Background: an optimization exercise with open tools, aiming at small area. Do not read the settings as production practice.
Function was checked by simulation only, so behaviour that the tests miss may differ from the original.
Power and IR drop assume default switching activity.

== job 101 ==
==> flow/design.v (excerpt) <==
module qoiEncoderTop (
	input logic clk,
	input logic reset,
	input logic pixelValid,
	input qoiPkg::pixelT pixelData,
	input logic pixelLast,
	output logic pixelReady,
	output logic byteValid,
	output logic [7:0] byteData,
	output logic byteLast,
	input logic byteReady
);
Size in the first run: roughly 1700 flip-flops, roughly 48 I/O pins.
export LEC_CHECK = 0
export CAP_MARGIN = 20
export CORE_MARGIN = 2
export CORE_UTILIZATION = 50
export PLACE_DENSITY = 0.65
export SLEW_MARGIN = 20
create_clock -name core_clock -period 11.0 [get_ports {clk}]
standard.sh (not shown) runs the stock make flow with config.mk's settings and CLKGATE_MAP_FILE= SYNTH_SCRIPT=/design/flow/synth_recipe.tcl, a recipe that flattens the netlist after the stock synthesis.
==> flow/flow/run.sh <==
#!/bin/bash
# The standard layout (standard.sh) with three changes:
# - synthesis maps logic with an area-oriented abc script (flow/synth_area.tcl);
# - the clock tree is built from clkbuf_8 leaf buffers driving clusters of up to 20
#   flip-flops and clkbuf_4 buffers above them,
#   without dummy loads;
# - the port buffers are buf_1.
# make and every tool it runs log to orfs/logs/; the make output is in flow.log.
set -euo pipefail
here=$(pwd)
export AREA_ABC_SCRIPT=$here/flow/abc_area.script
export FLOW_SYNTH_TCL=$here/synth_recipe.tcl
bash standard.sh \
  "SYNTH_SCRIPT=$here/flow/synth_area.tcl" \
  "CTS_ARGS=-sink_clustering_enable -repair_clock_nets -dont_use_dummy_load -buf_list sky130_fd_sc_hd__clkbuf_4 -sink_clustering_buffer sky130_fd_sc_hd__clkbuf_8 -sink_clustering_size 20 -sink_clustering_max_diameter 60" \
  "BUFFER_PORTS_ARGS=-buffer_cell sky130_fd_sc_hd__buf_1" \
  finish > flow.log 2>&1
==> flow/flow/abc_area.script <==
strash
dc2
dch -f
map -a
strash
dc2
dch -f
map -a
strash
balance
rewrite
refactor
balance
rewrite
rewrite -z
balance
refactor -z
rewrite -z
balance
dch -f
map -a
topo
==> flow/flow/synth_area.tcl <==
# The standard synthesis (synth_recipe.tcl, which sources ORFS's synth.tcl) with one change:
# abc runs an area-oriented script (flow/abc_area.script) in place of ORFS's speed script.
# Every other pass, and so every register and its name, is the standard synthesis's.
proc abc {args} {
  set i [lsearch -exact $args -script]
  if { $i >= 0 } { lset args [expr { $i + 1 }] $::env(AREA_ABC_SCRIPT) }
  yosys abc {*}$args
}
source $::env(FLOW_SYNTH_TCL)
## Diff of input files: job 103 against job 101
--- a/flow/flow/run.sh
+++ b/flow/flow/run.sh
@@ -5,2 +5 @@
-#   flip-flops and clkbuf_4 buffers above them,
-#   without dummy loads;
+#   flip-flops, without dummy loads;
@@ -15 +14 @@
-  "CTS_ARGS=-sink_clustering_enable -repair_clock_nets -dont_use_dummy_load -buf_list sky130_fd_sc_hd__clkbuf_4 -sink_clustering_buffer sky130_fd_sc_hd__clkbuf_8 -sink_clustering_size 20 -sink_clustering_max_diameter 60" \
+  "CTS_ARGS=-sink_clustering_enable -repair_clock_nets -dont_use_dummy_load -buf_list sky130_fd_sc_hd__clkbuf_8 -sink_clustering_size 20 -sink_clustering_max_diameter 60" \
On design area, job 103 and job 101 are basically level.
On portion of total power attributed to combinational logic, job 103 and job 101 are basically level.
| arrival time at the worst endpoint | job 103 vs job 101 | 0.10 ns lower |
Between job 101 and job 103, the fraction of standard cell area that is sequential does not differ in any meaningful way.
Job 103 — clock power share 0.4 points higher, job 101 as reference
From job 101 to job 103 the numbers moved as follows: first-pass GRT wire length stayed essentially flat, net load switching power now sits higher.

* * *

Another version of the RTL of qoiEncoderTop (not shown whole).
Size: about 2600 cells after synthesis, roughly 1800 flip-flops, roughly 48 I/O pins, ~41000 µm² of cells after synthesis.
==> flow/design.v (excerpt) <==
module qoiEncoderTop (
	input logic clk,
	input logic reset,
	input logic pixelValid,
	input qoiPkg::pixelT pixelData,
	input logic pixelLast,
	output logic pixelReady,
	output logic byteValid,
	output logic [7:0] byteData,
	output logic byteLast,
	input logic byteReady
);
==> flow/config.mk <==
export PLATFORM = sky130hd
export DESIGN_NAME = qoiEncoderTop
export DESIGN_NICKNAME = qoiEncoderTop
export VERILOG_FILES = /design/flow/design.v
export SDC_FILE = /design/flow/constraint.sdc
export NUM_CORES = 4
export LEC_CHECK = 0
export CAP_MARGIN = 20
export CORE_MARGIN = 2
export CORE_UTILIZATION = 50
export PLACE_DENSITY = 0.65
export SLEW_MARGIN = 20
==> flow/constraint.sdc <==
create_clock -name core_clock -period 11.0 [get_ports {clk}]
set_input_delay 2.2000 -clock core_clock [delete_from_list [all_inputs] [get_ports {clk}]]
set_output_delay 2.2000 -clock core_clock [all_outputs]
set_load 0.01 [all_outputs]
==> flow/flow/run.sh <==
#!/bin/bash
# The standard layout with two changes: the clock tree is built from clkbuf_8 leaf buffers
# driving clusters of up to 20 flip-flops, without dummy loads, and the port buffers are buf_1.
set -euo pipefail
bash standard.sh \
  "CTS_ARGS=-sink_clustering_enable -repair_clock_nets -dont_use_dummy_load -buf_list sky130_fd_sc_hd__clkbuf_8 -sink_clustering_size 20 -sink_clustering_max_diameter 60" \
  "BUFFER_PORTS_ARGS=-buffer_cell sky130_fd_sc_hd__buf_1" \
  finish > flow.log 2>&1
Then changed:
==> flow/run.sh (new file) <==
#!/bin/bash
# synth_recipe.tcl (not shown) runs the flow's synth.tcl, then flattens the netlist and writes it again
# the make line also repeats each setting of config.mk as NAME=value (left out here)
make -C /OpenROAD-flow-scripts/flow DESIGN_CONFIG=/design/flow/config.mk WORK_HOME=/design/flow/orfs CLKGATE_MAP_FILE= SYNTH_SCRIPT=/design/flow/synth_recipe.tcl finish
- CORE_UTILIZATION: 50 -> 35
- CTS_BUF_LIST: not set -> sky130_fd_sc_hd__clkbuf_4
- PLACE_DENSITY: 0.65 -> not set
removed: flow/flow/run.sh
removed: flow/standard.sh
What happened: Utilization went down by 12 points. Critical path depth grows by 2. Global-route usage decreases by 4.0 points. Power came out higher by about 22%. Worst setup slack got worse by 580 ps. Design area goes up by about 10%. Hold slack gets worse by 24 ps.
Then changed:
==> flow/flow/run.sh (new file) <==
#!/bin/bash
# Standard layout, but clock tree synthesis without dummy loads.
set -euo pipefail
bash standard.sh "CTS_ARGS=-sink_clustering_enable -repair_clock_nets -dont_use_dummy_load -buf_list sky130_fd_sc_hd__clkbuf_4" finish > flow.log 2>&1
==> flow/standard.sh (new file) <==
#!/bin/bash
# synth_recipe.tcl (not shown) runs the flow's synth.tcl, then flattens the netlist and writes it again
# the make line also repeats each setting of config.mk as NAME=value (left out here)
make -C /OpenROAD-flow-scripts/flow DESIGN_CONFIG=/design/flow/config.mk WORK_HOME=/design/flow/orfs CLKGATE_MAP_FILE= SYNTH_SCRIPT=/design/flow/synth_recipe.tcl "${@:-finish}"
removed: flow/run.sh
Result: The new run finished clean; maximum frequency barely changes; setup slack improved by 27 ps; utilization came out lower by 1.7 points; cell count went down by about 6%; clock-buffer cell count is lower by 207; global-route usage drops by 0.15 points.

-- port drivers added, routing unchanged --
Ports are ideal in the flow. The routed layouts listed here were re-timed in OpenROAD. Step 1 sets driving cells, clkbuf_16 on the clock port and buf_2 on the other inputs (assumed; they add their load-dependent delay and slew). Step 2 adds t to the input delays and takes it off the output delays; t is the mean of the earliest and latest rising clock arrival at the registers after step 1. Input paths then give back, and output paths get back, about the clock's delay inside the block. a / b / c = ideal / step 1 / step 2; a / b = the first two.
run	t, ns	setup slack, ns	latest minus earliest clock arrival (ns)
job 101	0.954	4.442 / 4.383 / 4.928	0.204 / 0.204
job 103	0.758	4.544 / 4.480 / 4.974	0.154 / 0.153
the first run of note 2	0.734	1.576 / 1.492 / 1.492	0.134 / 0.134
the second run of note 2	1.132	0.996 / 0.908 / 0.908	0.126 / 0.126
the third run of note 2	1.127	1.024 / 0.937 / 0.937	0.155 / 0.155
After both steps every run listed still meets setup and hold. The setup slack of the second run of note 2, which loses most, moves by -0.088 ns with the drivers and by -0.088 ns with both steps.
